Source: an optimization exercise on an open RTL-to-GDS flow (aim: small area, a short achievable clock period and few clock cycles per item). Production flows keep margins and buffers that such runs may drop. No functional check of the RTL was part of any run shown here.

File: run.sh
#!/bin/bash
# synth_recipe.tcl (not shown) runs the flow's synth.tcl, then flattens the netlist and writes it again
# the make line also repeats each setting of config.mk as NAME=value (left out here)
make -C /OpenROAD-flow-scripts/flow DESIGN_CONFIG=/design/flow/config.mk WORK_HOME=/design/flow/orfs CLKGATE_MAP_FILE= SYNTH_SCRIPT=/design/flow/synth_recipe.tcl finish
File: config.mk
export PLATFORM = sky130hd
export DESIGN_NAME = fp_div_top
export DESIGN_NICKNAME = fp_div_top
export VERILOG_FILES = /design/flow/design.v
export SDC_FILE = /design/flow/constraint.sdc
export NUM_CORES = 4
export LEC_CHECK = 0
export CAP_MARGIN = 20
export CORE_MARGIN = 2
export CORE_UTILIZATION = 40
export SLEW_MARGIN = 20
File: constraint.sdc
create_clock -name core_clock -period 15.0 [get_ports {clk}]
set_input_delay 3.0000 -clock core_clock [delete_from_list [all_inputs] [get_ports {clk}]]
set_output_delay 3.0000 -clock core_clock [all_outputs]
set_load 0.01 [all_outputs]
File: design.v
`default_nettype none
package fp_div_pkg;
    typedef logic [25-1:0] rem_t;
    typedef logic [13-1:0] dig_t;
    typedef logic signed [8+1:0] exp_t;
    function automatic logic [2:0] sel4(input logic signed [6:0] y, input logic [2:0] dh);
        logic signed [6:0] mn1;
        logic signed [6:0] m0;
        logic signed [6:0] m1;
        logic signed [6:0] m2;
        logic ge_n1;
        logic ge_0;
        logic ge_1;
        logic ge_2;
        case (dh)
            3'd0:    begin mn1 = -7'sd13; m0 = -7'sd4; m1 = 7'sd4; m2 = 7'sd12; end
            3'd1:    begin mn1 = -7'sd15; m0 = -7'sd6; m1 = 7'sd4; m2 = 7'sd14; end
            3'd2:    begin mn1 = -7'sd16; m0 = -7'sd6; m1 = 7'sd4; m2 = 7'sd15; end
            3'd3:    begin mn1 = -7'sd18; m0 = -7'sd6; m1 = 7'sd4; m2 = 7'sd16; end
            3'd4:    begin mn1 = -7'sd20; m0 = -7'sd6; m1 = 7'sd6; m2 = 7'sd18; end
            3'd5:    begin mn1 = -7'sd21; m0 = -7'sd8; m1 = 7'sd6; m2 = 7'sd20; end
            3'd6:    begin mn1 = -7'sd23; m0 = -7'sd8; m1 = 7'sd6; m2 = 7'sd22; end
            default: begin mn1 = -7'sd25; m0 = -7'sd8; m1 = 7'sd8; m2 = 7'sd24; end
        endcase
        ge_n1 = (y >= mn1);
        ge_0  = (y >= m0);
        ge_1  = (y >= m1);
        ge_2  = (y >= m2);
        sel4 = {ge_1, (ge_1 & ~ge_2) | (ge_n1 & ~ge_0), ge_2 | ~ge_n1};
    endfunction
endpackage
`default_nettype wire
`default_nettype none
module fp_div_classify
(
    input  wire logic                        clk,
    input  wire logic                        reset,
    input  wire logic                        in_valid,
    input  wire logic [8+23:0] a,
    input  wire logic [8+23:0] b,
    output logic                             out_valid,
    output logic                             sign,
    output logic                             exc,
    output logic                             zero,
    output logic signed [8+1:0]      exp_lo,
    output logic [23-1:0]             a_frac,
    output logic [23-1:0]             b_frac,
    output logic                             q1_two
);
    localparam int SIGN_BIT = 8 + 23;
    logic [8-1:0] a_exp;
    logic [8-1:0] b_exp;
    logic [2:0]           q1_sel;
    assign a_exp = a[SIGN_BIT-1:23];
    assign b_exp = b[SIGN_BIT-1:23];
    assign q1_sel = fp_div_pkg::sel4({4'b0001, a[23-1:23-3]},
                                     b[23-1:23-3]);
    always_ff @(posedge clk)
    begin
        if (reset)
            out_valid <= 1'b0;
        else
            out_valid <= in_valid;
    end
    always_ff @(posedge clk)
    begin
        sign   <= a[SIGN_BIT] ^ b[SIGN_BIT];
        exc    <= (&a_exp) || (&b_exp) || (b_exp == '0);
        zero   <= (a_exp == '0);
        exp_lo <= fp_div_pkg::exp_t'({2'b00, a_exp}) - fp_div_pkg::exp_t'({2'b00, b_exp})
                  + fp_div_pkg::exp_t'(127 - 1);
        a_frac <= a[23-1:0];
        b_frac <= b[23-1:0];
        q1_two <= q1_sel[0];
    end
endmodule
`default_nettype wire
`default_nettype none
module fp_div_mant_stage
#(
    parameter int FIRST = 2,    
    parameter int NROWS = 2
)
(
    input  wire logic                   clk,
    input  wire logic                   reset,
    input  wire logic                   in_valid,
    input  wire logic                   in_sign,
    input  wire logic                   in_exc,
    input  wire logic                   in_zero,
    input  wire logic signed [8+1:0] in_exp_lo,
    input  wire logic [23-1:0]   in_b_frac,
    input  wire logic [25-1:0]   in_s,
    input  wire logic [25-1:0]   in_c,
    input  wire logic [13-1:0] in_qs,
    input  wire logic [13-1:0] in_q1,
    input  wire logic [13-1:0] in_q2,
    output logic                        out_valid,
    output logic                        out_sign,
    output logic                        out_exc,
    output logic                        out_zero,
    output logic signed [8+1:0] out_exp_lo,
    output logic [23-1:0]        out_b_frac,
    output logic [25-1:0]        out_s,
    output logic [25-1:0]        out_c,
    output logic [13-1:0]   out_qs,
    output logic [13-1:0]   out_q1,
    output logic [13-1:0]   out_q2
);
    localparam int W = 25;
    fp_div_pkg::rem_t d1;
    fp_div_pkg::rem_t d2;
    fp_div_pkg::rem_t s_n;
    fp_div_pkg::rem_t c_n;
    fp_div_pkg::rem_t s4;
    fp_div_pkg::rem_t c4;
    fp_div_pkg::rem_t x;
    fp_div_pkg::rem_t cy;
    fp_div_pkg::dig_t qs_n;
    fp_div_pkg::dig_t q1_n;
    fp_div_pkg::dig_t q2_n;
    logic [6:0] y;
    logic [2:0] q;
    assign d1 = {2'b01, in_b_frac};
    assign d2 = {1'b1, in_b_frac, 1'b0};
    always_comb
    begin
        s_n  = in_s;
        c_n  = in_c;
        qs_n = in_qs;
        q1_n = in_q1;
        q2_n = in_q2;
        for (int r = 0; r < NROWS; r++)
        begin
            y  = s_n[W-1:W-7] + c_n[W-1:W-7];
            q  = fp_div_pkg::sel4(y, in_b_frac[23-1:23-3]);
            s4 = {s_n[W-3:0], 2'b00};
            c4 = {c_n[W-3:0], 2'b00};
            for (int i = 0; i < W; i++)
                x[i] = q[2] ^ ((q[1] & d1[i]) | (q[0] & d2[i]));
            s_n = s4 ^ c4 ^ x;
            cy  = (s4 & c4) | (s4 & x) | (c4 & x);
            c_n = {cy[W-2:0], q[2]};
            if (FIRST + r == 2)
                c_n[2] = 1'b1;
            qs_n[13 - FIRST - r] = q[2];
            q1_n[13 - FIRST - r] = q[1];
            q2_n[13 - FIRST - r] = q[0];
        end
    end
    always_ff @(posedge clk)
    begin
        if (reset)
            out_valid <= 1'b0;
        else
            out_valid <= in_valid;
    end
    always_ff @(posedge clk)
    begin
        out_sign   <= in_sign;
        out_exc    <= in_exc;
        out_zero   <= in_zero;
        out_exp_lo <= in_exp_lo;
        out_b_frac <= in_b_frac;
        out_s      <= s_n;
        out_c      <= c_n;
        out_qs     <= qs_n;
        out_q1     <= q1_n;
        out_q2     <= q2_n;
    end
endmodule
`default_nettype wire
`default_nettype none
module fp_div_pack
(
    input  wire logic                   clk,
    input  wire logic                   reset,
    input  wire logic                   in_valid,
    input  wire logic                   in_sign,
    input  wire logic                   in_exc,
    input  wire logic                   in_zero,
    input  wire logic signed [8+1:0] in_exp_lo,
    input  wire logic [25-1:0]   in_s,
    input  wire logic [25-1:0]   in_c,
    input  wire logic [13-1:0] in_qs,
    input  wire logic [13-1:0] in_q1,
    input  wire logic [13-1:0] in_q2,
    output logic                        out_valid,
    output logic [8+23:0] result,
    output logic                        exception,
    output logic                        overflow,
    output logic                        underflow
);
    localparam int W = 25;
    localparam int QW = 2 * 13;
    logic [W-1:0]                 wsum;
    logic                         neg;
    logic [QW-1:0]                qpos;
    logic [QW-1:0]                qneg;
    logic [QW-1:0]                qsum;
    logic [25-1:0]        quot;
    logic                         norm_hi;
    logic [23-1:0]         frac;
    fp_div_pkg::exp_t             exp_hi;
    fp_div_pkg::exp_t             exp_res;
    logic                         ovf;
    logic                         unf;
    logic [8+23:0] result_next;
    assign wsum = in_s + in_c;
    assign neg  = wsum[W-1];
    always_comb
    begin
        for (int i = 0; i < 13; i++)
        begin
            qpos[2*i +: 2] = in_qs[i] ? {in_q2[i], in_q1[i]} : 2'b00;
            qneg[2*i +: 2] = in_qs[i] ? 2'b00 : {in_q2[i], in_q1[i]};
        end
    end
    assign qsum = qpos + ~qneg + {{(QW-1){1'b0}}, ~neg};
    assign quot = qsum[25-1:0];
    assign norm_hi = quot[25-1];
    assign frac    = norm_hi ? quot[25-2:1] : quot[25-3:0];
    assign exp_hi  = in_exp_lo + fp_div_pkg::exp_t'(1);
    assign exp_res = norm_hi ? exp_hi : in_exp_lo;
    assign ovf = ~in_exc && ~in_zero && (exp_res >= fp_div_pkg::exp_t'(255));
    assign unf = ~in_exc && ~in_zero && (exp_res <= fp_div_pkg::exp_t'(0));
    always_comb
    begin
        if (in_exc)
            result_next = '1;
        else if (in_zero || unf)
            result_next = {in_sign, {(8 + 23){1'b0}}};
        else if (ovf)
            result_next = {in_sign, {8{1'b1}}, {23{1'b0}}};
        else
            result_next = {in_sign, exp_res[8-1:0], frac};
    end
    always_ff @(posedge clk)
    begin
        if (reset)
        begin
            out_valid <= 1'b0;
            exception <= 1'b0;
            overflow  <= 1'b0;
            underflow <= 1'b0;
        end
        else
        begin
            out_valid <= in_valid;
            exception <= in_valid && in_exc;
            overflow  <= in_valid && ovf;
            underflow <= in_valid && unf;
        end
    end
    always_ff @(posedge clk)
    begin
        result <= result_next;
    end
endmodule
`default_nettype wire
`default_nettype none
module fp_div_top
(
    input  wire logic                        clk,
    input  wire logic                        reset,
    input  wire logic                        in_valid,
    input  wire logic [8+23:0] a,
    input  wire logic [8+23:0] b,
    output logic                             out_valid,
    output logic [8+23:0]     result,
    output logic                             exception,
    output logic                             overflow,
    output logic                             underflow
);
    localparam int NST = 6;
    localparam int R   = 2;
    logic                  st_valid  [0:NST];
    logic                  st_sign   [0:NST];
    logic                  st_exc    [0:NST];
    logic                  st_zero   [0:NST];
    fp_div_pkg::exp_t      st_exp_lo [0:NST];
    logic [23-1:0]  st_b_frac [0:NST];
    fp_div_pkg::rem_t      st_s      [0:NST];
    fp_div_pkg::rem_t      st_c      [0:NST];
    fp_div_pkg::dig_t      st_qs     [0:NST];
    fp_div_pkg::dig_t      st_q1     [0:NST];
    fp_div_pkg::dig_t      st_q2     [0:NST];
    logic [23-1:0]  a_frac;
    logic                  q1_two;
    fp_div_classify u_classify
    (
        .clk       (clk),
        .reset     (reset),
        .in_valid  (in_valid),
        .a         (a),
        .b         (b),
        .out_valid (st_valid[0]),
        .sign      (st_sign[0]),
        .exc       (st_exc[0]),
        .zero      (st_zero[0]),
        .exp_lo    (st_exp_lo[0]),
        .a_frac    (a_frac),
        .b_frac    (st_b_frac[0]),
        .q1_two    (q1_two)
    );
    assign st_s[0]  = {2'b01, a_frac};
    assign st_c[0]  = q1_two ? ~{1'b1, st_b_frac[0], 1'b0} : ~{2'b01, st_b_frac[0]};
    assign st_qs[0] = {1'b1, {(13-1){1'b0}}};
    assign st_q1[0] = {~q1_two, {(13-1){1'b0}}};
    assign st_q2[0] = {q1_two, {(13-1){1'b0}}};
    for (genvar i = 0; i < NST; i++)
    begin : g_div
        localparam int FIRST = 2 + i * R;
        localparam int NROWS = (13 + 1 - FIRST < R) ? 13 + 1 - FIRST : R;
        fp_div_mant_stage
        #(
            .FIRST (FIRST),
            .NROWS (NROWS)
        )
        u_stage
        (
            .clk        (clk),
            .reset      (reset),
            .in_valid   (st_valid[i]),
            .in_sign    (st_sign[i]),
            .in_exc     (st_exc[i]),
            .in_zero    (st_zero[i]),
            .in_exp_lo  (st_exp_lo[i]),
            .in_b_frac  (st_b_frac[i]),
            .in_s       (st_s[i]),
            .in_c       (st_c[i]),
            .in_qs      (st_qs[i]),
            .in_q1      (st_q1[i]),
            .in_q2      (st_q2[i]),
            .out_valid  (st_valid[i+1]),
            .out_sign   (st_sign[i+1]),
            .out_exc    (st_exc[i+1]),
            .out_zero   (st_zero[i+1]),
            .out_exp_lo (st_exp_lo[i+1]),
            .out_b_frac (st_b_frac[i+1]),
            .out_s      (st_s[i+1]),
            .out_c      (st_c[i+1]),
            .out_qs     (st_qs[i+1]),
            .out_q1     (st_q1[i+1]),
            .out_q2     (st_q2[i+1])
        );
    end
    fp_div_pack u_pack
    (
        .clk       (clk),
        .reset     (reset),
        .in_valid  (st_valid[NST]),
        .in_sign   (st_sign[NST]),
        .in_exc    (st_exc[NST]),
        .in_zero   (st_zero[NST]),
        .in_exp_lo (st_exp_lo[NST]),
        .in_s      (st_s[NST]),
        .in_c      (st_c[NST]),
        .in_qs     (st_qs[NST]),
        .in_q1     (st_q1[NST]),
        .in_q2     (st_q2[NST]),
        .out_valid (out_valid),
        .result    (result),
        .exception (exception),
        .overflow  (overflow),
        .underflow (underflow)
    );
endmodule
`default_nettype wire
==> reports/metrics.cfg, run 1 <==
[outcome]
status=no timing/DRC/antenna violations

[drt]
num_vias=25200
drt_iter0_drc=1756
viasPerCell=5.04
drc_errors=0
drtPass1Iterations=10
wirelength_mm=84.1
avgRoutedWirePerCell_microns=16.9
final_antenna_net_count=0

[layout]
design_area_sq_mm=0.0421
drive_gt1_share_pct=6.42
nets=4292
multi_input_area_sq_mm=0.0214
seq_area_sq_mm=0.0142
n_antenna_cell=0
fillCellCount=8716
syn2layout_area_growth_pct=12.8

[sta]
rsz0062_at_grt=false
max_freq_ghz=0.117
finalMaxSlewViolations=0
min_period_over_period_pct=57.1
fin_skew_ns=0.0249
tns_ns=0
setup-violations-final=0
post-route-min-period_ns=8.57
worst_pin_slew_ns=1.02
fin_hold_ws_ns=0.314
final_hold_viol_count=0
relSlewSlack_pct=31.9

[clock_network]
ctsRootBufferMaster=clkbuf_16
worstSkewPairLatency_ns=0.61
clkTransAtPathRegs_ns=0.06
cts_tree=built
post_cts_resized=0
cts_buffer_depth=3
numClockSinks=710
post_cts_buffers=0
cts_hold_buf=0
numCtsBuffers=70
htreeDepth=3

[critical_path]
start_kind=flop
critPathRequiredTime_ns=15.47
cp.arrival_ns=9.04
worstRegToRegCells=27
rrSetupSlack_ns=6.43
crit_fanout=25
worst-setup-path-type=reg -> reg
worstSetupEndpointType=flop

[place]
port_buffers=102
gp_congestion=0.840
place.detailed.hpwl_mm=64.8
dpl_cell_area_sq_mm=0.0397

[floorplan]
die_area_sq_mm=0.0958
io-pin-count=103
die_x_microns=309
rows=112
core_sq_mm=0.0929
start_util_pct=40.2
die_h_microns=309

[synth]
ys_types=85
ys_warn_count=25
synth_ff_type=dfxtp_1
synth_top_area_share_pct=38.1
postSynth.asyncResetShare_pct=0
syn_inst=3621
synth.area.top_cells=dfxtp_1 38%, fa_1 13%, ha_1 9.9%
syn-num-nets=4232
synth_edf_count=0
yosysSeqAreaShare_pct=38.1
synth_seq_cells=710
avgSynthCellArea_sq_um=10.3
synth_area_sq_mm=0.0373
yosysTopAreaCell=dfxtp_1

[global_route]
grt_pass1_wl_mm=137
grt_antenna_before_repair=0
track_usage_pct=17.7
first_global_vias=25000
grt_max_degree=36
overflow=0

[run]
max_cap_violations=0

[hold_path]
min_path_cells=0
min-delay-path-class=reg -> reg

Yosys cell counts (all sizes together), types with 5 or more instances:
library cell and n:
nand2 292, nor4 11, mux2 25, inv 340
xor2 39, a32oi 36, nor3b 13, o211ai 12
a21boi 24, and3 49, nand3b 6, a22oi 169
fa 249, a221o 12, a211o 10, mux2i 41
a21o 61, nand3 30, a31oi 15, o21bai 27
nand4 12, a211oi 43, a21oi 162, clkbuf 128
buf 26, o22ai 7, nor2b 40, o21a 11
a222oi 36, or4 7, or2 7, ha 295
or3 7, maj3 7, o21ai 100, dfxtp 710
o31ai 7, and2 19, nor3 17, o311ai 5
nand2b 58, a31o 5, xnor2 303, nor2 100
cells in the final DEF, fill, tap and decap left out, types with 10 or more instances in the layout:
cell / Yosys / layout
nor2b_1: 40 / 40
inv_1: 334 / 334
a211oi_1: 41 / 37
nand2b_1: 58 / 58
a21oi_1: 162 / 162
clkinv_2: 0 / 13
a222oi_1: 36 / 36
a21boi_0: 24 / 24
a22oi_1: 169 / 168
ha_1: 295 / 295
clkbuf_8: 0 / 13
nor2_1: 100 / 96
a221o_1: 12 / 12
o21bai_1: 27 / 27
and3_1: 48 / 48
fa_1: 249 / 249
nor3_1: 17 / 17
mux2i_1: 41 / 39
o21a_1: 11 / 11
nor3b_1: 13 / 13
buf_4: 0 / 40
a211o_1: 10 / 10
a31oi_1: 14 / 13
dfxtp_1: 710 / 710
and2_1: 18 / 18
mux2_2: 25 / 25
a32oi_1: 35 / 35
nand3_1: 29 / 29
nand4_1: 11 / 11
clkdlybuf4s50_1: 0 / 102
nand2_1: 292 / 292
clkbuf_16: 0 / 73
o21ai_0: 99 / 99
clkbuf_1: 128 / 11
xor2_1: 39 / 39
o211ai_1: 12 / 12
a21o_1: 61 / 61
xnor2_1: 301 / 301
final timing paths:
path / from / to
min: g_div[2].u_stage.out_q1[7] / g_div[3].u_stage.out_q1[7]
min reg2reg: g_div[2].u_stage.out_q1[7] / g_div[3].u_stage.out_q1[7]
max: g_div[2].u_stage.out_s[18] / g_div[3].u_stage.out_s[20]
max reg2reg: g_div[2].u_stage.out_s[18] / g_div[3].u_stage.out_s[20]
sequential cells by signal, indices dropped and copies added (netlist names), 6 cells and up:
name	count
g_div.u_stage.out_q2	42
u_classify.exp_lo	10
g_div.u_stage.out_qs	42
g_div.u_stage.out_s	150
u_classify.b_frac	23
g_div.u_stage.out_sign	6
g_div.u_stage.out_valid	6
g_div.u_stage.out_exc	6
g_div.u_stage.out_b_frac	115
g_div.u_stage.out_q1	48
g_div.u_stage.out_exp_lo	60
g_div.u_stage.out_zero	6
g_div.u_stage.out_c	132
u_pack.result	32
u_classify.a_frac	23
logic make-up (layout without fill, tap and decap cells):
group,count (synthesis),in the layout,share of synthesized area (%)
AO/OA/AOI/OAI,778,778,14.7
XOR/XNOR,342,342,8.06
adder cells (fa/ha/maj),551,551,23.4
buffers and inverters,494,609,5.03
flip-flops,710,710,38.1
multiplexers,66,66,1.85
AND/OR/NAND/NOR,680,680,8.89
worst max-delay path: stages (launching register included):
cell and delay, ns:
dfxtp_1 0.36, ha_1 0.18, inv_1 0.05, fa_1 0.39, xnor2_1 0.39, ha_1 0.31
a21boi_0 0.12, o21ai_0 0.17, nand2_1 0.11, o311ai_4 0.49, inv_1 0.58, a32o_1 0.39
buf_4 0.21, a22oi_1 0.22, xnor2_1 0.16, fa_1 0.50, ha_1 0.23, fa_1 0.40
xor2_1 0.39, ha_1 0.31, a21boi_0 0.12, o21ai_0 0.12, or4b_2 0.65, nand2_1 0.30
inv_1 0.41, a22oi_1 0.28, a22oi_1 0.11, fa_1 0.44
stage by stage:
step / utilization [%] / std cells / setup WS (ns)
6_report: 45.3 / 4990 / 6.43
3_3_place_gp: 42.8 / 4863 / 6.57
5_1_grt: 45.3 / 4990 / 5.78
4_1_cts: 45.3 / 4990 / 6.39
3_5_place_dp: 42.8 / 4863 / 6.40
2_1_floorplan: - / 3621 / 6.79
final cells by class:
| type | count | share of cell area [%] |
|---|---|---|
| clock buffers | 97 | 4.86 |
| flip-flops and latches | 710 | 33.8 |
| repair buffers | 142 | 3.14 |
| well taps | 1254 | 3.73 |
| multi-input cells | 2417 | 50.8 |
| inverters | 340 | 3.03 |
| clock inverters | 30 | 0.734 |
routing by layer:
metal  routed length (microns)  track usage [%]  up-vias
met5                         0                0        -
li1                          -                -    12500
met3                      3460             2.66      125
met2                     39900             29.4      560
met4                      2040             4.66        0
met1                     38700             24.0    12000
==> run 2: changes to the inputs <==
--- a/design.v
+++ b/design.v
@@ -273,6 +273,6 @@
     output logic                             underflow
 );
-    localparam int NST = 6;
-    localparam int R   = 2;
+    localparam int NST = 12;
+    localparam int R   = 1;
     logic                  st_valid  [0:NST];
     logic                  st_sign   [0:NST];
==> run 2 against run 1 <==
Still clean. First-iteration DRC count fell by 34%. Final cell count increased by 36%. Utilization up 0.76 points. Global-route usage fell by 4.8 points. Register-to-register slack gained 3.5 ns. Clock skew is 0.0061 ns higher. Maximum frequency up 69%. Die area up 39%. Sequential share of layout area increased by 11 points. Critical path type unchanged. Critical endpoint is now g_div[0].u_stage.out_s[12]. Largest cell class is now registers.
==> reports/metrics.cfg, run 2 <==
[layout]
largest_reg_flops=300  ; +100%
nets=5549  ; +29%
syn2layout_area_growth_pct=14.5
final_cell_mix=1328 x dfxtp_1, 1042 x inv_1, 412 x xnor2_1
finish.utilization_pct=46.1  ; +0.76 points
drive_gt1_share_pct=6.39  ; -0.031 points
n_antenna_cell=0  ; unchanged
mostFrequentLayoutCell=dfxtp_1
reg_top3=g_div.u_stage.out_s (300), g_div.u_stage.out_c (265), g_div.u_stage.out_b_frac (253)
largest_register=g_div.u_stage.out_s

[run]
max_cap_violations=0  ; unchanged

[sta]
post-route-min-period_ns=5.08  ; -3.49 ns
fin_skew_ns=0.0310  ; +0.00612 ns
setup-violations-final=0  ; unchanged
tns_ns=0  ; unchanged
max_freq_ghz=0.197  ; +69%
relSlewSlack_pct=32.4  ; +0.51 points
worst_pin_slew_ns=1.01  ; -0.00778 ns
min_period_over_period_pct=33.8  ; -23 points
rsz0062_at_grt=false
final_hold_viol_count=0  ; unchanged
fin_hold_ws_ns=0.306  ; -0.00778 ns
finalMaxSlewViolations=0  ; unchanged

[floorplan]
die_h_microns=364  ; +18%
die_x_microns=364  ; +18%
core_sq_mm=0.129  ; +39%
io-pin-count=103  ; unchanged
rows=132  ; +18%
die_area_sq_mm=0.133  ; +39%
start_util_pct=40.2  ; +0.068 points

[clock_network]
cts_tree=built
numCtsBuffers=131  ; +87%
post_cts_buffers=0  ; unchanged
ctsRootBufferMaster=clkbuf_16
cts_buffer_depth=3  ; unchanged
numClockSinks=1328  ; +87%
worstSkewPairLatency_ns=0.74  ; +0.13 ns
clkTransAtPathRegs_ns=0.06  ; about the same
cts_hold_buf=0  ; unchanged
post_cts_resized=0  ; unchanged
htreeDepth=4  ; +1

[critical_path]
start_kind=flop
startpoint=u_classify.q1_two
cp.arrival_ns=5.69  ; -3.35 ns
crit_fanout=26  ; +4.0%
critPathRequiredTime_ns=15.61  ; +0.14 ns
worstSetupEndpointType=flop
worst-setup-path-type=reg -> reg
crit-reg2reg-launch=u_classify.q1_two

[synth]
syn-num-nets=5422  ; +28%
yosysTopAreaCell=dfxtp_1
yosysMostFrequentCell=dfxtp_1
synth.area.top_cells=dfxtp_1 51%, fa_1 9.8%, inv_1 7.5%
synth_ff_type=dfxtp_1
postSynth.asyncResetShare_pct=0  ; unchanged
synth_commonest_cells=1328 x dfxtp_1, 1042 x inv_1, 412 x xnor2_1
avgSynthCellArea_sq_um=10.8  ; +5.2%
synth_edf_count=0  ; unchanged
ys_warn_count=31  ; +24%
synth_top_area_share_pct=51.1  ; +13 points
ys_types=89  ; +4.7%
synth_area_sq_mm=0.0520  ; +39%
yosysSeqAreaShare_pct=51.1  ; +13 points
syn_inst=4793  ; +32%
synth_seq_cells=1328  ; +87%

[drt]
wirelength_mm=84.0  ; about the same
drtPass1Iterations=4  ; -6
viasPerCell=4.41  ; -13%
drt_iter0_drc=1155  ; -34%
num_vias=29800  ; +18%
avgRoutedWirePerCell_microns=12.4  ; -26%
final_antenna_net_count=0  ; unchanged
drc_errors=0  ; unchanged

[hold_path]
min-delay-path-class=reg -> reg
min_from=g_div[3].u_stage.out_q2[10]

[global_route]
grt_max_degree=44  ; +22%
first_global_vias=30400  ; +21%
grt_pass1_wl_mm=144  ; +5.5%
track_usage_pct=12.9  ; -4.8 points
overflow=0  ; unchanged
grt_antenna_before_repair=1  ; +1

[place]
port_buffers=102  ; unchanged
place.detailed.hpwl_mm=63.8  ; -1.6%
gp_congestion=0.775  ; -7.7%

[outcome]
status=no timing/DRC/antenna violations

## run 2: worst max-delay path, cell delays in order (launching register included)
cell and delay (ns):
dfxtp_1 0.30, buf_4 0.40, mux2i_1 0.36, ha_1 0.22
inv_1 0.06, fa_1 0.42, xnor2_1 0.40, ha_1 0.32
a21oi_1 0.16, nor2b_1 0.06, o41ai_1 0.77, o32ai_4 0.36
buf_8 0.26, a22oi_1 0.22, xnor2_1 0.17, fa_1 0.45
## run 2: cell families after synthesis
kind of cell	after synthesis	share of synthesized area, %
compound gates	707	9.40
xor+xnor	442	7.48
fa+ha+maj	562	17.2
buf+inv	1188	8.65
flops	1328	51.1
mux	57	1.15
simple gates	509	4.96
## run 2: routing by layer
| metal | routed length [microns] | global-route usage [%] | share of wire, % |
|---|---|---|---|
| met4 | 2050 | 4.78 | 2.4 |
| met3 | 2890 | 2.43 | 3.4 |
| met2 | 40100 | 22.1 | 48 |
| met5 | 0 | 0 | 0 |
| met1 | 39000 | 16.2 | 46 |
## run 2: worst paths after layout
check / end / slack (ns) / depth (start not counted)
min: g_div[4].u_stage.out_q2[10] / 0.31 / 0
min reg2reg: g_div[4].u_stage.out_q2[10] / 0.31 / 0
max: g_div[0].u_stage.out_s[12] / 9.92 / 15
max reg2reg: g_div[0].u_stage.out_s[12] / 9.92 / 15
## run 2: through the flow
| step | instance area [sq um] | worst slack (ns) | cells |
|---|---|---|---|
| global route | 59500 | 9.43 | 6763 |
| CTS | 59500 | 9.83 | 6762 |
| detailed placement | 55100 | 9.44 | 6528 |
| floorplan | 52000 | 10.15 | 4793 |
| finish | 59500 | 9.92 | 6763 |
| global placement | 55100 | 9.43 | 6528 |
## run 2: area by class of cell
class	count	area [sq um]
flip-flops and latches	1328	26600
well taps	1742	2180
inverters	1053	3950
fillers	11900	69600
clock buffers	176	3770
multi-input cells	2277	21200
repair buffers	129	1230
clock inverters	58	631
==> run 3: changes to the inputs <==
==> flow/run.sh (new file) <==
#!/bin/bash
# Standard synthesis without the full-adder extraction step (ADDER_MAP_FILE
# empty, so abc maps the adders), then the standard layout.
set -euo pipefail
bash standard.sh ADDER_MAP_FILE= synth > synth.log 2>&1
bash standard.sh ADDER_MAP_FILE= finish > layout.log 2>&1
==> standard.sh (new file) <==
#!/bin/bash
# synth_recipe.tcl (not shown) runs the flow's synth.tcl, then flattens the netlist and writes it again
# the make line also repeats each setting of config.mk as NAME=value (left out here)
make -C /OpenROAD-flow-scripts/flow DESIGN_CONFIG=/design/flow/config.mk WORK_HOME=/design/flow/orfs CLKGATE_MAP_FILE= SYNTH_SCRIPT=/design/flow/synth_recipe.tcl "${@:-finish}"
removed: run.sh
==> run 3 against run 2 <==
Die area fell by 6.9%. Hold slack worse by 0.010 ns. Utilization down 0.072 points. Synthesized cell count down 10%. Maximum frequency shrank 10%. Global-route usage rose by 0.84 points. Register-to-register slack got worse by 0.11 ns. Critical path depth decreased by 2. Critical path type is now in -> reg. Critical endpoint is now u_classify.exp_lo[8]. Largest cell class unchanged.
==> reports/metrics.cfg, run 3 <==
[outcome]
status=no timing/DRC/antenna violations

[drt]
drt_iter0_drc=1538  ; +33%
drc_errors=0  ; unchanged
num_vias=29400  ; -1.4%
avgRoutedWirePerCell_microns=14.2  ; +14%
wirelength_mm=86.4  ; +2.8%
drtPass1Iterations=8  ; +4
viasPerCell=4.84  ; +9.7%
final_antenna_net_count=0  ; unchanged

[clock_network]
htreeDepth=4  ; unchanged
post_cts_buffers=0  ; unchanged
cts_buffer_depth=3  ; unchanged
ctsRootBufferMaster=clkbuf_16
post_cts_resized=0  ; unchanged
numCtsBuffers=130  ; -0.76%
numClockSinks=1328  ; unchanged
clkTransAtPathRegs_ns=0.06  ; about the same
cts_tree=built
worstSkewPairLatency_ns=0.72  ; -0.02 ns
cts_hold_buf=0  ; unchanged

[critical_path]
rrSetupSlack_ns=9.81  ; -0.11 ns
critical-path-top-delay-family=compound AO/OA/AOI/OAI gates
cp.arrival_ns=6.31  ; +0.62 ns
start_kind=primary input
crit_fanout=6  ; -77%
cp_slowest_cell=clkdlybuf4s50_1
worst-setup-path-type=in -> reg
worstRegToRegCells=12  ; -3
endpoint=u_classify.exp_lo[8]
critPathRequiredTime_ns=15.66  ; +0.05 ns
worstSetupEndpointType=flop
cp_slowest_stage_delay_ns=0.55  ; -0.22 ns
rr_endpoint=u_pack.result[14]
cp.depth=13  ; -2
crit_chain=clkdlybuf4s50_1 -> nand2b_1 -> maj3_1 -> a21oi_1 -> o21ai_1 -> maj3_1 -> o21ai_0 -> a21boi_1 -> nand2_1 -> a21oi_1 -> a22oi_1 -> o32ai_1 -> a31o_2
path_buf_inv=1  ; -2
crit-reg2reg-launch=g_div[11].u_stage.out_q1[5]
startpoint=b[23]

[place]
pre_cts_slack_ns=8.61  ; -0.831 ns
port_buffers=102  ; unchanged
gp_congestion=0.838  ; +8.0%
place.detailed.hpwl_mm=62.3  ; -2.3%

[sta]
setup-violations-final=0  ; unchanged
relSlewSlack_pct=24.7  ; -7.7 points
fin_skew_ns=0.0309  ; -0.000143 ns
rsz0062_at_grt=false
min_period_over_period_pct=37.7  ; +3.8 points
final_hold_viol_count=0  ; unchanged
setup_slack_ns=9.35  ; -0.577 ns
worst_pin_slew_ns=1.13  ; +0.115 ns
max_freq_ghz=0.177  ; -10%
tns_ns=0  ; unchanged
finalMaxSlewViolations=0  ; unchanged
post-route-min-period_ns=5.65  ; +0.577 ns

[floorplan]
die_x_microns=352  ; -3.5%
start_util_pct=40.3  ; +0.052 points
core_sq_mm=0.120  ; -7.1%
die_area_sq_mm=0.124  ; -6.9%
die_h_microns=352  ; -3.5%
rows=127  ; -3.8%
io-pin-count=103  ; unchanged

[run]
max_cap_violations=0  ; unchanged

[hold_path]
min_from=g_div[5].u_stage.out_qs[8]
min-delay-path-class=reg -> reg

[synth]
postSynth.asyncResetShare_pct=0  ; unchanged
synth_top_area_share_pct=55.0  ; +3.8 points
syn-num-nets=4360  ; -20%
synth.area.top_cells=dfxtp_1 55%, xnor2_1 15%, maj3_1 5.9%
synth_ff_type=dfxtp_1
yosysSeqAreaShare_pct=55.0  ; +3.8 points
ys_warn_count=31  ; unchanged
synth_area_sq_mm=0.0483  ; -7.0%
avgSynthCellArea_sq_um=11.3  ; +3.8%
synth_commonest_cells=1328 x dfxtp_1, 814 x xnor2_1, 287 x maj3_1
synth_edf_count=0  ; unchanged
yosysMostFrequentCell=dfxtp_1
yosysTopAreaCell=dfxtp_1
synth_seq_cells=1328  ; unchanged
ys_types=87  ; -2.2%
syn_inst=4293  ; -10%

[layout]
nets=4443  ; -20%
largest_register=g_div.u_stage.out_s
drive_gt1_share_pct=6.96  ; +0.57 points
mostFrequentLayoutCell=dfxtp_1
n_antenna_cell=0  ; unchanged
reg_top3=g_div.u_stage.out_s (300), g_div.u_stage.out_c (265), g_div.u_stage.out_b_frac (253)
largest_reg_flops=300  ; unchanged
syn2layout_area_growth_pct=14.2
final_cell_mix=1328 x dfxtp_1, 814 x xnor2_1, 287 x maj3_1

[global_route]
grt_pass1_wl_mm=141  ; -2.3%
overflow=0  ; unchanged
grt_antenna_before_repair=0  ; -1
grt_max_degree=38  ; -14%
track_usage_pct=13.8  ; +0.84 points
first_global_vias=28300  ; -6.8%

-- run 3: cell families after synthesis --
group	count (synthesis)	share of synthesized area [%]
flip-flops	1328	55.0
adder cells (fa/ha/maj)	298	6.20
buffers and inverters	219	1.85
XOR/XNOR	989	18.1
AO/OA/AOI/OAI	836	12.0
multiplexers	52	1.11
AND/OR/NAND/NOR	571	5.69
-- run 3: cell type report --
type                       instances  area, sq um
fill                           11000        64800
sequential                      1328        26600
multi-input combinational       2746        20900
clock buffer                     176         3660
tap                             1612         2020
timing repair buffer             114         1110
clock inverter                    48          684
inverter                          56          210
-- run 3: routing by layer --
metal | track usage, % | share of wire [%] | vias up | routed length [microns]
li1 | - | - | 15000 | -
met1 | 17.9 | 48 | 13700 | 41300
met2 | 22.6 | 46 | 496 | 39600
met3 | 2.71 | 3.8 | 154 | 3320
met4 | 4.80 | 2.6 | 0 | 2240
met5 | 0 | 0 | - | 0
-- run 3: stage by stage --
step / instances / hold WS [ns] / instance area (sq um) / utilization [%]
floorplan: 4293 / 0.310 / 48300 / -
global placement: 5856 / 0.310 / 50800 / 42.4
detailed placement: 5856 / 0.312 / 50800 / 42.4
CTS: 6080 / 0.287 / 55200 / 46.0
global route: 6080 / 0.290 / 55200 / 46.0
finish: 6080 / 0.296 / 55200 / 46.0
-- run 3: worst min path at each step --
stage                                                end  cells past startpoint
after floorplan                 g_div[0].u_stage.out_exc                      0
after global placement    g_div[3].u_stage.out_exp_lo[1]                      0
after detailed placement  g_div[0].u_stage.out_exp_lo[8]                      0
after CTS                     g_div[8].u_stage.out_q2[6]                      0
after global routing          g_div[9].u_stage.out_q2[7]                      0
final                         g_div[6].u_stage.out_qs[8]                      0
-- run 3: worst reg2reg max path: stages (launching register included) --
cell	delay [ns]
dfxtp_1	0.45
nor4_1	0.70
and4_1	0.40
a221o_1	0.18
a21o_1	0.15
mux2_1	0.35
a31oi_1	0.22
o21ai_2	0.15
nor2_4	0.68
o32ai_1	0.17
a311o_1	0.43
a2111o_1	0.75
o41ai_1	0.46
==> run 4: changes to the inputs <==
--- a/design.v
+++ b/design.v
@@ -44,5 +44,6 @@
     output logic                             zero,
     output logic signed [8+1:0]      exp_lo,
-    output logic [23-1:0]             a_frac,
+    output logic [25-1:0]             rem_s,
+    output logic [25-1:0]             rem_c,
     output logic [23-1:0]             b_frac,
     output logic                             q1_two
@@ -70,5 +71,6 @@
         exp_lo <= fp_div_pkg::exp_t'({2'b00, a_exp}) - fp_div_pkg::exp_t'({2'b00, b_exp})
                   + fp_div_pkg::exp_t'(127 - 1);
-        a_frac <= a[23-1:0];
+        rem_s  <= {2'b01, a[23-1:0]};
+        rem_c  <= q1_sel[0] ? {1'b1, b[23-1:0], 1'b0} : {2'b01, b[23-1:0]};
         b_frac <= b[23-1:0];
         q1_two <= q1_sel[0];
@@ -126,6 +128,8 @@
     always_comb
     begin
-        s_n  = in_s;
-        c_n  = in_c;
+        s_n  = ~in_s;
+        c_n  = ~in_c;
+        if (FIRST == 2)
+            s_n = in_s;
         qs_n = in_qs;
         q1_n = in_q1;
@@ -163,6 +167,6 @@
         out_exp_lo <= in_exp_lo;
         out_b_frac <= in_b_frac;
-        out_s      <= s_n;
-        out_c      <= c_n;
+        out_s      <= ~s_n;
+        out_c      <= ~c_n;
         out_qs     <= qs_n;
         out_q1     <= q1_n;
@@ -181,6 +185,6 @@
     input  wire logic                   in_zero,
     input  wire logic signed [8+1:0] in_exp_lo,
-    input  wire logic [25-1:0]   in_s,
-    input  wire logic [25-1:0]   in_c,
+    input  wire logic [25-1:0]   in_s,    
+    input  wire logic [25-1:0]   in_c,    
     input  wire logic [13-1:0] in_qs,
     input  wire logic [13-1:0] in_q1,
@@ -207,5 +211,5 @@
     logic                         unf;
     logic [8+23:0] result_next;
-    assign wsum = in_s + in_c;
+    assign wsum = ~in_s + ~in_c;
     assign neg  = wsum[W-1];
     always_comb
@@ -286,5 +290,4 @@
     fp_div_pkg::dig_t      st_q1     [0:NST];
     fp_div_pkg::dig_t      st_q2     [0:NST];
-    logic [23-1:0]  a_frac;
     logic                  q1_two;
     fp_div_classify u_classify
@@ -300,10 +303,9 @@
         .zero      (st_zero[0]),
         .exp_lo    (st_exp_lo[0]),
-        .a_frac    (a_frac),
+        .rem_s     (st_s[0]),
+        .rem_c     (st_c[0]),
         .b_frac    (st_b_frac[0]),
         .q1_two    (q1_two)
     );
-    assign st_s[0]  = {2'b01, a_frac};
-    assign st_c[0]  = q1_two ? ~{1'b1, st_b_frac[0], 1'b0} : ~{2'b01, st_b_frac[0]};
     assign st_qs[0] = {1'b1, {(13-1){1'b0}}};
     assign st_q1[0] = {~q1_two, {(13-1){1'b0}}};
==> run.sh (new file) <==
#!/bin/bash
# synth_recipe.tcl (not shown) runs the flow's synth.tcl, then flattens the netlist and writes it again
# the make line also repeats each setting of config.mk as NAME=value (left out here)
make -C /OpenROAD-flow-scripts/flow DESIGN_CONFIG=/design/flow/config.mk WORK_HOME=/design/flow/orfs CLKGATE_MAP_FILE= SYNTH_SCRIPT=/design/flow/synth_recipe.tcl finish
removed: flow/run.sh
removed: standard.sh
==> run 4 against run 3 <==
Maximum frequency increased by 14%. Final cell count increased by 0.90%. Wire length decreased by 2.9%. Synthesized area increased by 4.6%. First-iteration DRC count decreased by 32%. Clock skew decreased by 0.0027 ns. Still clean. Critical path depth unchanged.
==> reports/metrics.cfg, run 4 <==
[drt]
wirelength_mm=83.9  ; -2.9%
drt_iter0_drc=1046  ; -32%
viasPerCell=4.57  ; -5.6%
final_antenna_net_count=0  ; unchanged
drtPass1Iterations=5  ; -3
avgRoutedWirePerCell_microns=13.7  ; -3.7%
num_vias=28000  ; -4.7%
drc_errors=0  ; unchanged

[floorplan]
die_area_sq_mm=0.129  ; +4.5%
rows=130  ; +2.4%
die_x_microns=359  ; +2.2%
start_util_pct=40.3  ; about the same
core_sq_mm=0.126  ; +4.7%
io-pin-count=103  ; unchanged
die_h_microns=359  ; +2.2%

[clock_network]
post_cts_buffers=0  ; unchanged
numCtsBuffers=134  ; +3.1%
numClockSinks=1364  ; +2.7%
clkTransAtPathRegs_ns=0.07  ; about the same
ctsRootBufferMaster=clkbuf_16
worstSkewPairLatency_ns=0.72  ; about the same
cts_hold_buf=0  ; unchanged
cts_tree=built
htreeDepth=4  ; unchanged
cts_buffer_depth=3  ; unchanged
post_cts_resized=0  ; unchanged

[sta]
rsz0062_at_grt=false
max_freq_ghz=0.202  ; +14%
setup-violations-final=0  ; unchanged
fin_skew_ns=0.0282  ; -0.00275 ns
final_hold_viol_count=0  ; unchanged
worst_pin_slew_ns=0.805  ; -0.324 ns
relSlewSlack_pct=46.3  ; +22 points
finalMaxSlewViolations=0  ; unchanged
tns_ns=0  ; unchanged
post-route-min-period_ns=4.94  ; -0.709 ns
min_period_over_period_pct=33.0  ; -4.7 points

[synth]
synth_edf_count=0  ; unchanged
ys_warn_count=29  ; -6.5%
synth_area_sq_mm=0.0506  ; +4.6%
synth.area.top_cells=dfxtp_1 54%, fa_1 10%, ha_1 7.6%
avgSynthCellArea_sq_um=11.9  ; +5.5%
yosysTopAreaCell=dfxtp_1
synth_seq_cells=1364  ; +2.7%
synth_commonest_cells=1364 x dfxtp_1, 482 x inv_1, 413 x xnor2_1
ys_types=86  ; -1.1%
synth_top_area_share_pct=54.0  ; -0.98 points
synth_ff_type=dfxtp_1
yosysMostFrequentCell=dfxtp_1
syn_inst=4256  ; -0.86%
syn-num-nets=4885  ; +12%
yosysSeqAreaShare_pct=54.0  ; -0.98 points
postSynth.asyncResetShare_pct=0  ; unchanged

[place]
port_buffers=102  ; unchanged
placed_cells=5901  ; +0.77%
dpl_cell_area_sq_mm=0.0535  ; +5.2%
gp_congestion=0.791  ; -5.6%
place.detailed.hpwl_mm=62.8  ; +0.77%

[layout]
layout.cells.non_filler=6135  ; +0.90%
reg_top3=g_div.u_stage.out_s (300), g_div.u_stage.out_c (276), g_div.u_stage.out_b_frac (253)
finish.utilization_pct=46.1  ; +0.11 points
multi_input_area_sq_mm=0.0211  ; +0.60%
final_cell_mix=1364 x dfxtp_1, 482 x inv_1, 413 x xnor2_1
fillCellCount=11400  ; +3.7%
mostFrequentLayoutCell=dfxtp_1
design_area_sq_mm=0.0579  ; +4.9%
largest_reg_flops=300  ; unchanged
syn2layout_area_growth_pct=14.6
seq_area_sq_mm=0.0273  ; +2.7%
largest_register=g_div.u_stage.out_s
drive_gt1_share_pct=7.25  ; +0.29 points
nets=5016  ; +13%

[critical_path]
critPathRequiredTime_ns=15.64  ; -0.02 ns
rr_endpoint=g_div[2].u_stage.out_s[7]
worst-setup-path-type=in -> reg
start_kind=primary input
cp.arrival_ns=5.58  ; -0.73 ns
worstRegToRegCells=16  ; +4
worstSetupEndpointType=flop
rrSetupSlack_ns=10.69  ; +0.88 ns
crit-reg2reg-launch=g_div[1].u_stage.out_s[18]
crit_fanout=3  ; -3
startpoint=b[24]
endpoint=u_classify.exp_lo[8]

[hold_path]
min-delay-path-class=reg -> reg
min_from=g_div[2].u_stage.out_q2[11]

[global_route]
grt_pass1_wl_mm=143  ; +1.3%
met3_usage_pct=2.18  ; -0.53 points
first_global_vias=28800  ; +1.8%
overflow=0  ; unchanged
grtUsageMet1_pct=16.9  ; -1.1 points
busiest_layer=met2
grt_antenna_before_repair=2  ; +2
grt_max_degree=34  ; -11%
track_usage_pct=13.2  ; -0.54 points
use_met2_pct=22.3  ; -0.38 points

[run]
max_cap_violations=0  ; unchanged

[outcome]
status=no timing/DRC/antenna violations

-- run 4: cell count changes in the layout (fill, tap and decap cells not counted), moves of 27 or more --
| cell | delta |
|---|---|
| inv_1 | +436 |
| xnor2_1 | -401 |
| ha_1 | +307 |
| maj3_1 | -287 |
| fa_1 | +255 |
| xor2_1 | -136 |
| nor2_1 | -55 |
| dfxtp_1 | +36 |
| nand2b_1 | +35 |
| o21ai_0 | -27 |
-- run 4: metrics by stage --
| stage | setup WS [ns] | hold WS (ns) |
|---|---|---|
| CTS | 10.12 | 0.318 |
| floorplan | 10.09 | 0.310 |
| detailed placement | 9.34 | 0.312 |
| global route | 9.87 | 0.315 |
| global placement | 9.44 | 0.310 |
| finish | 10.06 | 0.315 |
-- run 4: cells by family (layout without fill, tap and decap cells) --
| family | after synthesis | count (layout) | synth area share (%) |
|---|---|---|---|
| DFF | 1364 | 1364 | 54.0 |
| AOI/OAI and AO/OA | 714 | 714 | 9.76 |
| buffers and inverters | 619 | 846 | 4.71 |
| adders and majority gates | 562 | 562 | 17.7 |
| and+or+nand+nor | 504 | 504 | 5.05 |
| xor gates and xnor gates | 440 | 440 | 7.64 |
| muxes | 53 | 53 | 1.13 |
| other | 0 | 2 | 0 |
-- run 4: area by class of cell --
type | instances | share of cell area (%)
inverters | 484 | 3.14
clock inverters | 50 | 1.00
repair buffers | 130 | 2.13
well taps | 1650 | 3.57
diodes | 2 | 0.00864
flip-flops and latches | 1364 | 47.2
multi-input cells | 2273 | 36.4
clock buffers | 182 | 6.64
-- run 4: how the worst min path moves through the flow --
stage                     cells after the start                              end
after detailed placement                      0   g_div[0].u_stage.out_exp_lo[7]
after global routing                          0      g_div[10].u_stage.out_q1[7]
after global placement                        0  g_div[11].u_stage.out_exp_lo[0]
after CTS                                     0      g_div[3].u_stage.out_q2[11]
after floorplan                               0         g_div[0].u_stage.out_exc
final                                         0      g_div[3].u_stage.out_q2[11]
-- run 4: layer usage --
metal / part of all wire (%) / vias to the layer above
li1: - / 14300
met1: 47 / 13300
met2: 47 / 335
met3: 3.1 / 145
met4: 2.6 / 0
met5: 0 / -
-- run 4: worst max-delay path, cell delays in order --
cell and delay [ns]:
clkdlybuf4s50_1 0.51, inv_1 0.09, ha_1 0.26, nor2b_1 0.12, o21ai_0 0.22, a21oi_1 0.13, o21a_1 0.18, nor2_1 0.14
xnor2_1 0.12, nor3_1 0.28, nand2_1 0.13, o21ai_0 0.24, xnor2_1 0.15
==> run 5: changes to the inputs <==
==> flow/run.sh (new file) <==
#!/bin/bash
# Standard synthesis, then the standard layout with repair_timing aiming for
# extra setup slack (the SDC and the clock period are unchanged).
set -euo pipefail
bash standard.sh synth > synth.log 2>&1
bash standard.sh SETUP_SLACK_MARGIN=11 finish > layout.log 2>&1
==> standard.sh (new file) <==
#!/bin/bash
# synth_recipe.tcl (not shown) runs the flow's synth.tcl, then flattens the netlist and writes it again
# the make line also repeats each setting of config.mk as NAME=value (left out here)
make -C /OpenROAD-flow-scripts/flow DESIGN_CONFIG=/design/flow/config.mk WORK_HOME=/design/flow/orfs CLKGATE_MAP_FILE= SYNTH_SCRIPT=/design/flow/synth_recipe.tcl "${@:-finish}"
removed: run.sh
==> run 5 against run 4 <==
Still clean. Synthesized cell count did not move. Non-clock buffer count rose by 109. Clock skew fell by 0.0050 ns. Via count rose by 3.9%. Maximum frequency rose by 18%. Flip-flop and latch count did not move. Clock-buffer cell count rose by 6. Sequential share of layout area fell by 2.5 points. Die area did not move. Critical path type is now reg -> out. Largest cell class unchanged.
==> reports/metrics.cfg, run 5 <==
[outcome]
status=no timing/DRC/antenna violations

[clock_network]
numCtsBuffers=136  ; +1.5%
cts_hold_buf=0  ; unchanged
cts_buffer_depth=3  ; unchanged
worstSkewPairLatency_ns=0.74  ; +0.02 ns
numClockSinks=1364  ; unchanged
cts_tree=built
htreeDepth=4  ; unchanged
clkTransAtPathRegs_ns=0.06  ; about the same
ctsRootBufferMaster=clkbuf_16

[synth]
yosysMostFrequentCell=dfxtp_1
ys_types=86  ; unchanged
yosysSeqAreaShare_pct=54.0  ; unchanged
avgSynthCellArea_sq_um=11.9  ; unchanged
synth_ff_type=dfxtp_1
yosysTopAreaCell=dfxtp_1
syn-num-nets=4885  ; unchanged
synth_top_area_share_pct=54.0  ; unchanged
postSynth.asyncResetShare_pct=0  ; unchanged
synth.area.top_cells=dfxtp_1 54%, fa_1 10%, ha_1 7.6%
syn_inst=4256  ; unchanged
ys_warn_count=29  ; unchanged
synth_area_sq_mm=0.0506  ; unchanged
synth_seq_cells=1364  ; unchanged
synth_edf_count=0  ; unchanged
synth_commonest_cells=1364 x dfxtp_1, 482 x inv_1, 413 x xnor2_1

[critical_path]
startpoint=u_pack.result[8]
rrSetupSlack_ns=11.11  ; +0.42 ns
cp_slowest_cell=dfxtp_2
cp_slowest_stage_delay_ns=0.35  ; -0.16 ns
crit-reg2reg-launch=g_div[3].u_stage.out_s[18]
crit_fanout=1  ; -2
critical-path-top-delay-family=flip-flops
path_buf_inv=1  ; -1
critPathRequiredTime_ns=12.00  ; -3.64 ns
worst-setup-path-type=reg -> out
worstSetupEndpointType=primary output
start_kind=flop
crit_chain=buf_6
cp.arrival_ns=1.17  ; -4.41 ns

[hold_path]
min_from=g_div[10].u_stage.out_q1[10]
min-delay-path-class=reg -> reg

[floorplan]
die_h_microns=359  ; unchanged
core_sq_mm=0.126  ; unchanged
io-pin-count=103  ; unchanged
die_area_sq_mm=0.129  ; unchanged
rows=130  ; unchanged
start_util_pct=40.3  ; unchanged
die_x_microns=359  ; unchanged

[drt]
wirelength_mm=101  ; +20%
avgRoutedWirePerCell_microns=16.0  ; +17%
drc_errors=0  ; unchanged
viasPerCell=4.64  ; +1.5%
final_antenna_net_count=0  ; unchanged
num_vias=29100  ; +3.9%
drt_iter0_drc=1376  ; +32%
drtPass1Iterations=5  ; unchanged

[sta]
finalMaxSlewViolations=0  ; unchanged
min_period_over_period_pct=27.8  ; -5.1 points
relSlewSlack_pct=37.3  ; -9.0 points
setup-violations-final=0  ; unchanged
fin_skew_ns=0.0231  ; -0.00505 ns
worst_pin_slew_ns=0.934  ; +0.129 ns
max_freq_ghz=0.240  ; +18%
post-route-min-period_ns=4.17  ; -0.771 ns
rsz0062_at_grt=true
final_hold_viol_count=0  ; unchanged
tns_ns=0  ; unchanged

[layout]
largest_register=g_div.u_stage.out_s
mostFrequentLayoutCell=dfxtp_1
syn2layout_area_growth_pct=21.3
reg_top3=g_div.u_stage.out_s (300), g_div.u_stage.out_c (276), g_div.u_stage.out_b_frac (253)
nets=5143  ; +2.5%
largest_reg_flops=300  ; unchanged
final_cell_mix=1333 x dfxtp_1, 471 x inv_1, 382 x xnor2_1
drive_gt1_share_pct=15.8  ; +8.5 points

[global_route]
grt_max_degree=34  ; unchanged
first_global_vias=29300  ; +1.8%
overflow=0  ; unchanged
grt_pass1_wl_mm=146  ; +2.4%
track_usage_pct=13.5  ; +0.34 points
grt_antenna_before_repair=2  ; unchanged

[place]
place.detailed.hpwl_mm=63.2  ; +0.58%
gp_congestion=0.776  ; -1.9%
port_buffers=102  ; unchanged

[run]
max_cap_violations=0  ; unchanged

run 5: changes by cell type in the layout (fill, tap and decap cells not counted), moves of 21 or more:
cell | before | now
buf_4 | 28 | 83
clkdlybuf4s50_1 | 102 | 51
a22oi_1 | 264 | 215
a22oi_2 | 0 | 49
buf_6 | 0 | 38
mux2_4 | 0 | 34
dfxtp_1 | 1364 | 1333
dfxtp_2 | 0 | 31
xnor2_1 | 413 | 382
xnor2_2 | 1 | 29
o21ai_0 | 89 | 65
buf_12 | 0 | 21
run 5: path summary, 6_finish.rpt:
| kind | to | depth (start not counted) |
|---|---|---|
| hold reg to reg | g_div[11].u_stage.out_q1[10] | 0 |
| setup reg to reg | g_div[4].u_stage.out_s[5] | 18 |
| hold / removal | g_div[11].u_stage.out_q1[10] | 0 |
| setup / recovery | result[8] | 1 |
run 5: area by class of cell:
type	count	area [sq um]
Antenna cell	2	5.00
Timing Repair Buffer	239	2540
Clock buffer	188	4000
Multi-Input combinational cell	2289	22600
Tap cell	1650	2060
Clock inverter	61	907
Inverter	484	1840
Sequential cell	1364	27300
Fill cell	11000	64300
run 5: logic make-up after synthesis:
| family | count (synthesis) | share of synthesized area, % |
|---|---|---|
| muxes | 53 | 1.13 |
| AOI/OAI and AO/OA | 714 | 9.76 |
| and+or+nand+nor | 504 | 5.05 |
| adders and majority gates | 562 | 17.7 |
| xor gates and xnor gates | 440 | 7.64 |
| DFF | 1364 | 54.0 |
| buffers and inverters | 619 | 4.71 |
run 5: metrics by stage:
stage | util [%] | hold WS [ns] | instance area, sq um | cells | setup slack, ns
2_1_floorplan | - | 0.310 | 50700 | 4256 | 10.34
3_3_place_gp | 42.7 | 0.310 | 53600 | 5900 | 9.12
3_5_place_dp | 42.7 | 0.312 | 53600 | 5901 | 8.99
4_1_cts | 47.0 | 0.303 | 59000 | 6176 | 10.76
5_1_grt | 48.8 | 0.310 | 61300 | 6276 | 10.76
6_report | 48.8 | 0.303 | 61300 | 6277 | 10.83
run 5: routing by layer:
layer	vias to the layer above	share of wire [%]	track usage, %
li1	14600	-	-
met1	13900	43	17.0
met2	401	51	23.2
met3	179	2.8	2.39
met4	0	2.7	5.15
met5	-	0	0
run 5: what timing repair did:
item | 4_1_cts | 5_1_grt
gates resized for setup | 285 | 298
gates cloned | 3 | 37
setup buffers | 23 | 62
endpoints found under the setup margin | 499 | 558
pin swaps | 28 | 96
endpoints found under the hold margin | 0 | 0

## re-timing with driven ports
In the flow no input, the clock included, has a driving cell. The finished layouts below were timed again as built, in two steps.
Step 1: set_driving_cell puts a clkbuf_16 on clk and a buf_2 on each other input, an assumption about the parent block.
Step 2 times the ports against the registers' clock, not the clock port: input delays grow and output delays shrink by t, the midpoint of the rising clock arrivals with the driver on.
Three values: no drivers, after step 1, after step 2; two values: the first two.
| run | shift t [ns] | setup WS [ns] | worst hold slack (ns) | worst setup path after step 2 | latest minus earliest clock arrival (ns) |
|---|---|---|---|---|---|
| run 1 | 0.661 | 6.432 / 6.432 / 6.432 | 0.314 / 0.314 / 0.314 | register to register | 0.027 / 0.027 |
| run 2 | 0.800 | 9.923 / 9.923 / 9.422 | 0.306 / 0.306 / 0.306 | input to register | 0.034 / 0.034 |
| run 3 | 0.770 | 9.346 / 9.387 / 8.616 | 0.296 / 0.296 / 0.296 | input to register | 0.036 / 0.035 |
| run 4 | 0.780 | 10.055 / 10.105 / 9.325 | 0.315 / 0.315 / 0.315 | input to register | 0.032 / 0.032 |
| run 5 | 0.793 | 10.826 / 10.754 / 10.078 | 0.303 / 0.303 / 0.303 | input to register | 0.037 / 0.036 |
After both steps setup and hold are still met in every run listed. For run 5, which loses most, drivers alone change the setup slack by -0.072 ns; drivers and shift together by -0.748 ns.
